Background: an optimization exercise with open tools, aiming at small area. Do not read the settings as production practice.
The RTL was checked by simulation tests, not by an equivalence proof against the original design.
Power is estimated from default activity; no workload was simulated.

==> juniper <==
==> flow/design.v <==
`default_nettype none
package qgate_pkg;
	typedef logic [4:0] tile_t;  
	typedef logic [8:0] prob_t;  
	localparam tile_t TILE_FIRST = 5'd1;
	localparam tile_t ROW_LEN = 5'd8;
	localparam tile_t GATE_LAST = 5'd16;
	localparam tile_t TILE_RUN = 5'd17;
	localparam tile_t TILE_CLEAR = 5'd18;
	typedef enum logic [1:0] {
		TK_GATE,
		TK_RUN,
		TK_CLEAR
	} tile_kind_t;
	typedef enum logic {
		Q_A,  
		Q_B
	} qubit_t;
	typedef enum logic {
		BUILDING,
		DONE
	} build_state_t;
	localparam int REG_ADDR_W = 5;
	localparam int DATA_W = 32;
	localparam logic [REG_ADDR_W-1:0] RUN_REG = 5'd6;
	localparam logic [DATA_W-1:0] RUN_CODE = 32'd999;
	localparam prob_t PROB_ZERO = 9'd0;
	localparam prob_t PROB_HALF = 9'd50;
	localparam prob_t PROB_FULL = 9'd100;
endpackage
`default_nettype wire
`default_nettype none
`timescale 1ns/1ns
module qcircuit_top #(
	parameter int NUM_SLOTS = 5,
	parameter int REG_COUNT = 32
) (
	input wire logic BTNC,
	input wire logic CPU_RESETN,
	input wire logic btn_r,
	input wire logic btn_l,
	input wire logic btn_u,
	input wire logic btn_d,
	input wire logic btn_select,
	input wire logic cpu_we,  
	input wire logic [4:0] cpu_waddr,
	input wire logic [31:0] cpu_wdata,
	input wire logic [4:0] cpu_raddr_a,
	input wire logic [4:0] cpu_raddr_b,
	output logic [4:0] cursor,
	output logic [3:0] gate_count,
	output logic [8:0] prob_a,
	output logic [8:0] prob_b,
	output logic done,
	output logic [15:0] led,
	output logic [31:0] rdata_a,
	output logic [31:0] rdata_b
);
	logic [4:0] cur;
	logic [4:0] cur_nxt;
	logic in_row1, in_row2;
	assign in_row1 = (cur >= 5'd1) && (cur <= 5'd8);
	assign in_row2 = (cur >= 5'd9) && (cur <= 5'd16);
	always_comb begin
		cur_nxt = cur;
		if (btn_r) begin
			if (cur == 5'd8) cur_nxt = 5'd1;
			else if (cur == 5'd16) cur_nxt = 5'd9;
			else if (cur == 5'd18) cur_nxt = 5'd17;
			else cur_nxt = cur + 5'd1;
		end else if (btn_l) begin
			if (cur == 5'd1) cur_nxt = 5'd8;
			else if (cur == 5'd9) cur_nxt = 5'd16;
			else if (cur == 5'd17) cur_nxt = 5'd18;
			else cur_nxt = cur - 5'd1;
		end else if (btn_u) begin
			if (cur == 5'd17) cur_nxt = 5'd10;
			else if (cur == 5'd18) cur_nxt = 5'd15;
			else if (in_row2) cur_nxt = cur - 5'd8;
		end else if (btn_d) begin
			if (in_row2) cur_nxt = (cur <= 5'd12) ? 5'd17 : 5'd18;
			else if (in_row1) cur_nxt = cur + 5'd8;
		end
	end
	always_ff @(posedge BTNC) begin
		if (!CPU_RESETN) cur <= 5'd1;
		else cur <= cur_nxt;
	end
	assign cursor = cur;
	logic [2:0] gcnt;
	logic done_r;
	logic pa_full, pa_half, pb_full, pb_half;
	logic bld_we;
	logic [4:0] tile_d;  
	logic is_run, is_clear;
	logic [4:0] tofs;
	logic sel_full, sel_half;
	assign is_run = (cur == 5'd17);
	assign is_clear = (cur == 5'd18);
	assign tofs = cur - 5'd1;
	assign sel_full = !tofs[1];  
	assign sel_half = tofs[1] & tofs[0];  
	always_ff @(posedge BTNC) begin
		if (!CPU_RESETN) begin
			gcnt <= 3'd0;
			done_r <= 1'b0;
			pa_full <= 1'b0;
			pa_half <= 1'b0;
			pb_full <= 1'b0;
			pb_half <= 1'b0;
			bld_we <= 1'b0;
		end else begin
			bld_we <= 1'b0;
			if (btn_select) begin
				if (is_clear) begin
					gcnt <= 3'd0;
					pa_full <= 1'b0;
					pa_half <= 1'b0;
					pb_full <= 1'b0;
					pb_half <= 1'b0;
				end else if (is_run) begin
					if (!done_r) begin
						done_r <= 1'b1;
						bld_we <= 1'b1;
					end
				end else if (!done_r && gcnt < 3'd5) begin
					gcnt <= gcnt + 3'd1;
					bld_we <= 1'b1;
					if (gcnt < 3'd2) begin
						if (!tofs[2]) begin
							pa_full <= sel_full;
							pa_half <= sel_half;
						end else begin
							pb_full <= sel_full;
							pb_half <= sel_half;
						end
					end
				end
			end
		end
	end
	always_ff @(posedge BTNC)
		tile_d <= cur;
	assign gate_count = {1'b0, gcnt};
	assign done = done_r;
	assign prob_a = {2'b00, pa_full, pa_full | pa_half, pa_half, 1'b0, pa_full, pa_half, 1'b0};
	assign prob_b = {2'b00, pb_full, pb_full | pb_half, pb_half, 1'b0, pb_full, pb_half, 1'b0};
	logic rf_we;
	logic [4:0] rf_waddr;
	logic [31:0] rf_wdata;
	logic [4:0] bld_waddr;
	logic [31:0] bld_wdata;
	assign bld_waddr = done_r ? 5'd6 : {2'b00, gcnt - 3'd1};
	assign bld_wdata = done_r ? 32'd999 : {27'd0, tile_d};
	assign rf_we = bld_we | cpu_we;
	assign rf_waddr = bld_we ? bld_waddr : cpu_waddr;
	assign rf_wdata = bld_we ? bld_wdata : cpu_wdata;
	logic [4:0] led_addr;
	logic [4:0] led_data;
	always_ff @(posedge BTNC) begin
		if (!CPU_RESETN) begin
			led_addr <= 5'd0;
			led_data <= 5'd0;
		end else if (rf_we) begin
			led_addr <= rf_waddr;
			led_data <= rf_wdata[4:0];
		end
	end
	assign led = {done_r, 5'b0, led_data, led_addr};
	logic [31:1] wen;
	logic [31:1] hold;
	logic [31:1] sel_a, sel_b;
	logic [31:0] regs [1:31];
	for (genvar i = 1; i < 32; i++) begin : g_reg
		assign wen[i] = CPU_RESETN && rf_we && (rf_waddr == 5'(i));
		assign hold[i] = CPU_RESETN && !((bld_we && (bld_waddr == 5'(i))) || (cpu_we && !bld_we && (cpu_waddr == 5'(i))));
		always_ff @(posedge BTNC)
			regs[i] <= ({32{wen[i]}} & rf_wdata) | ({32{hold[i]}} & regs[i]);
		assign sel_a[i] = (cpu_raddr_a == 5'(i));
		assign sel_b[i] = (cpu_raddr_b == 5'(i));
	end
	always_comb begin
		rdata_a = '0;
		rdata_b = '0;
		for (int i = 1; i < 32; i++) begin
			rdata_a = rdata_a | ({32{sel_a[i]}} & regs[i]);
			rdata_b = rdata_b | ({32{sel_b[i]}} & regs[i]);
		end
	end
endmodule
`default_nettype wire
==> flow/flow/run.sh <==
#!/bin/bash
# Standard ORFS layout with two changes:
#  - synthesis maps with an area-oriented ABC script (flow/abc_speed.script);
#    everything else in the synthesis is the standard script, so the
#    registers keep their names and cell types;
#  - CTS without dummy loads and with larger sink clusters;
#  - port buffers start as buf_1 (the resizer may still upsize them).
set -euo pipefail
W=$PWD
rm -rf "$W/scripts_mod"
cp -r "$FLOW_HOME/scripts" "$W/scripts_mod"
cp "$W/flow/abc_speed.script" "$W/scripts_mod/abc_speed.script"
bash standard.sh "SCRIPTS_DIR=$W/scripts_mod" synth > synth_flow.log 2>&1
CTS="-sink_clustering_enable -repair_clock_nets -dont_use_dummy_load -sink_clustering_size 20 -sink_clustering_max_diameter 50"
bash standard.sh "CTS_ARGS=$CTS" "BUFFER_PORTS_ARGS=-buffer_cell sky130_fd_sc_hd__buf_1" finish > layout_flow.log 2>&1
==> flow/flow/abc_speed.script <==
&get -n
&st
&syn2
&dch
&nf -a -R 1000
&put
==> flow/standard.sh <==
#!/bin/bash
# synth_recipe.tcl (not shown) runs the flow's synth.tcl, then flattens the netlist and writes it again
# the make line also repeats each setting of config.mk as NAME=value (left out here)
make -C /OpenROAD-flow-scripts/flow DESIGN_CONFIG=/design/flow/config.mk WORK_HOME=/design/flow/orfs CLKGATE_MAP_FILE= SYNTH_SCRIPT=/design/flow/synth_recipe.tcl "${@:-finish}"
==> flow/config.mk <==
export PLATFORM = sky130hd
export DESIGN_NAME = qcircuit_top
export DESIGN_NICKNAME = qcircuit_top
export VERILOG_FILES = /design/flow/design.v
export SDC_FILE = /design/flow/constraint.sdc
export NUM_CORES = 4
export LEC_CHECK = 0
export CAP_MARGIN = 10
export CORE_MARGIN = 2
export CORE_UTILIZATION = 30
export PLACE_DENSITY = 0.45
export SETUP_SLACK_MARGIN = 0.3
export SLEW_MARGIN = 10
==> flow/constraint.sdc <==
create_clock -name core_clock -period 8.0 [get_ports {BTNC}]
set_input_delay 1.6000 -clock core_clock [delete_from_list [all_inputs] [get_ports {BTNC}]]
set_output_delay 1.6000 -clock core_clock [all_outputs]
set_load 0.01 [all_outputs]
==> harbor: changes against juniper <==
--- a/flow/design.v
+++ b/flow/design.v
@@ -179,13 +179,25 @@
 		assign sel_a[i] = (cpu_raddr_a == 5'(i));
 		assign sel_b[i] = (cpu_raddr_b == 5'(i));
 	end
+	logic [31:0] ga [0:10];
+	logic [31:0] gb [0:10];
+	logic [31:0] ta [0:31];
+	logic [31:0] tb [0:31];
 	always_comb begin
-		rdata_a = '0;
-		rdata_b = '0;
+		ta[0] = '0;
+		tb[0] = '0;
 		for (int i = 1; i < 32; i++) begin
-			rdata_a = rdata_a | ({32{sel_a[i]}} & regs[i]);
-			rdata_b = rdata_b | ({32{sel_b[i]}} & regs[i]);
-		end
+			ta[i] = {32{sel_a[i]}} & regs[i];
+			tb[i] = {32{sel_b[i]}} & regs[i];
+		end
+		for (int g = 0; g < 10; g++) begin
+			ga[g] = ta[3*g+1] | ta[3*g+2] | ta[3*g+3];
+			gb[g] = tb[3*g+1] | tb[3*g+2] | tb[3*g+3];
+		end
+		ga[10] = ta[31];
+		gb[10] = tb[31];
+		rdata_a = (ga[0] | ga[1] | ga[2] | ga[3]) | (ga[4] | ga[5] | ga[6] | ga[7]) | (ga[8] | ga[9] | ga[10]);
+		rdata_b = (gb[0] | gb[1] | gb[2] | gb[3]) | (gb[4] | gb[5] | gb[6] | gb[7]) | (gb[8] | gb[9] | gb[10]);
 	end
 endmodule
 `default_nettype wire
==> flow/flow/run.sh (replaced) <==
#!/bin/bash
# Standard ORFS layout with two changes:
#  - synthesis maps with an area-oriented ABC script (flow/abc_speed.script)
#    that keeps the RTL structure;
#    everything else in the synthesis is the standard script, so the
#    registers keep their names and cell types;
#  - CTS without dummy loads and with larger sink clusters;
#  - port buffers start as buf_1 (the resizer may still upsize them).
set -euo pipefail
W=$PWD
rm -rf "$W/scripts_mod"
cp -r "$FLOW_HOME/scripts" "$W/scripts_mod"
cp "$W/flow/abc_speed.script" "$W/scripts_mod/abc_speed.script"
bash standard.sh "SCRIPTS_DIR=$W/scripts_mod" synth > synth_flow.log 2>&1
CTS="-sink_clustering_enable -repair_clock_nets -dont_use_dummy_load -sink_clustering_size 30 -sink_clustering_max_diameter 80"
bash standard.sh "CTS_ARGS=$CTS" "BUFFER_PORTS_ARGS=-buffer_cell sky130_fd_sc_hd__buf_1" finish > layout_flow.log 2>&1
==> flow/flow/abc_speed.script (replaced) <==
&get -n
&st
&nf -a -R 1000
&put
- CAP_MARGIN: 10 -> 0
- CORE_UTILIZATION: 30 -> 40
- PLACE_DENSITY: 0.45 -> unset
- SLEW_MARGIN: 10 -> 0
==> comparison table <==
quantity                                                                                       juniper                   harbor
Run status                                                                    timing/DRC/antenna clean  timing/DRC/antenna clean
Number of cells on the worst reg-to-reg path                                                        10                        8
Count of buffers not belonging to the clock network in the layout                                  335                      289
Net switching component of the power                                                           3.13 mW                  2.45 mW
Number of global-route vias before repair                                                        39708                    39895
Global-route wire length before repair                                                       318000 um                278000 um
Antenna violations before repair                                                                     4                       11
Critical path's slowest cell                                                 sky130_fd_sc_hd__a211oi_1  sky130_fd_sc_hd__and3_2
Worst-skew pair later-pin latency                                                              0.74 ns                  0.70 ns
Via-per-instance ratio                                                                            6.95                     7.10
Global Route met1 Usage                                                                          42.2%                    47.6%
Final standard cell area without fillers                                                   49100 sq um              44900 sq um
Core ar.                                                                                  135000 sq um              98600 sq um
Clock network area share                                                                         6.17%                    2.67%
Cell row count                                                                                     135                      115
Finished Layout Cells                                                                             6131                     6055
Total number of tap cells                                                                         1781                     1287
Slack of the worst reg-to-reg path                                                             3.96 ns                  3.99 ns
Share of synthesized cell area in full adder, half adder and majority cells                     0.306%                   0.314%
Gate power share                                                                                 10.4%                     9.7%
Unique cell type count in the Yosys netlist                                                         49                       42
Warning count from the yosys run                                                                     2                        6
TritonCTS buffer count                                                                             121                       48
Clock slew seen by the registers of the worst setup and hold paths                             0.05 ns                  0.10 ns

[re-timing with driven ports]
The flow's constraints put no driver on any port. The routed layouts listed below were extracted and timed again, unchanged, in two steps.
Step 1 (the two cells are an assumption about what drives the block):
set clk [get_ports {BTNC}]
set_driving_cell -lib_cell sky130_fd_sc_hd__clkbuf_16 $clk
set_driving_cell -lib_cell sky130_fd_sc_hd__buf_2 [delete_from_list [all_inputs] $clk]
Step 2 times the ports against the registers' clock, not the clock port: input delays grow and output delays shrink by t, the midpoint of the rising clock arrivals with the driver on.
Three values: ideal, step 1, step 2; two values: the first two.
run | t (ns) | setup slack, ns | worst setup path after step 2 | worst register clock-pin slew, ns
juniper | 0.795 | 1.269 / 1.241 / 1.241 | input to output | 0.07 / 0.07
harbor | 0.723 | 1.275 / 1.235 / 1.235 | input to output | 0.12 / 0.12
After both steps every run listed still meets setup and hold. The setup slack of harbor, which loses most, moves by -0.040 ns with the drivers and by -0.040 ns with both steps.
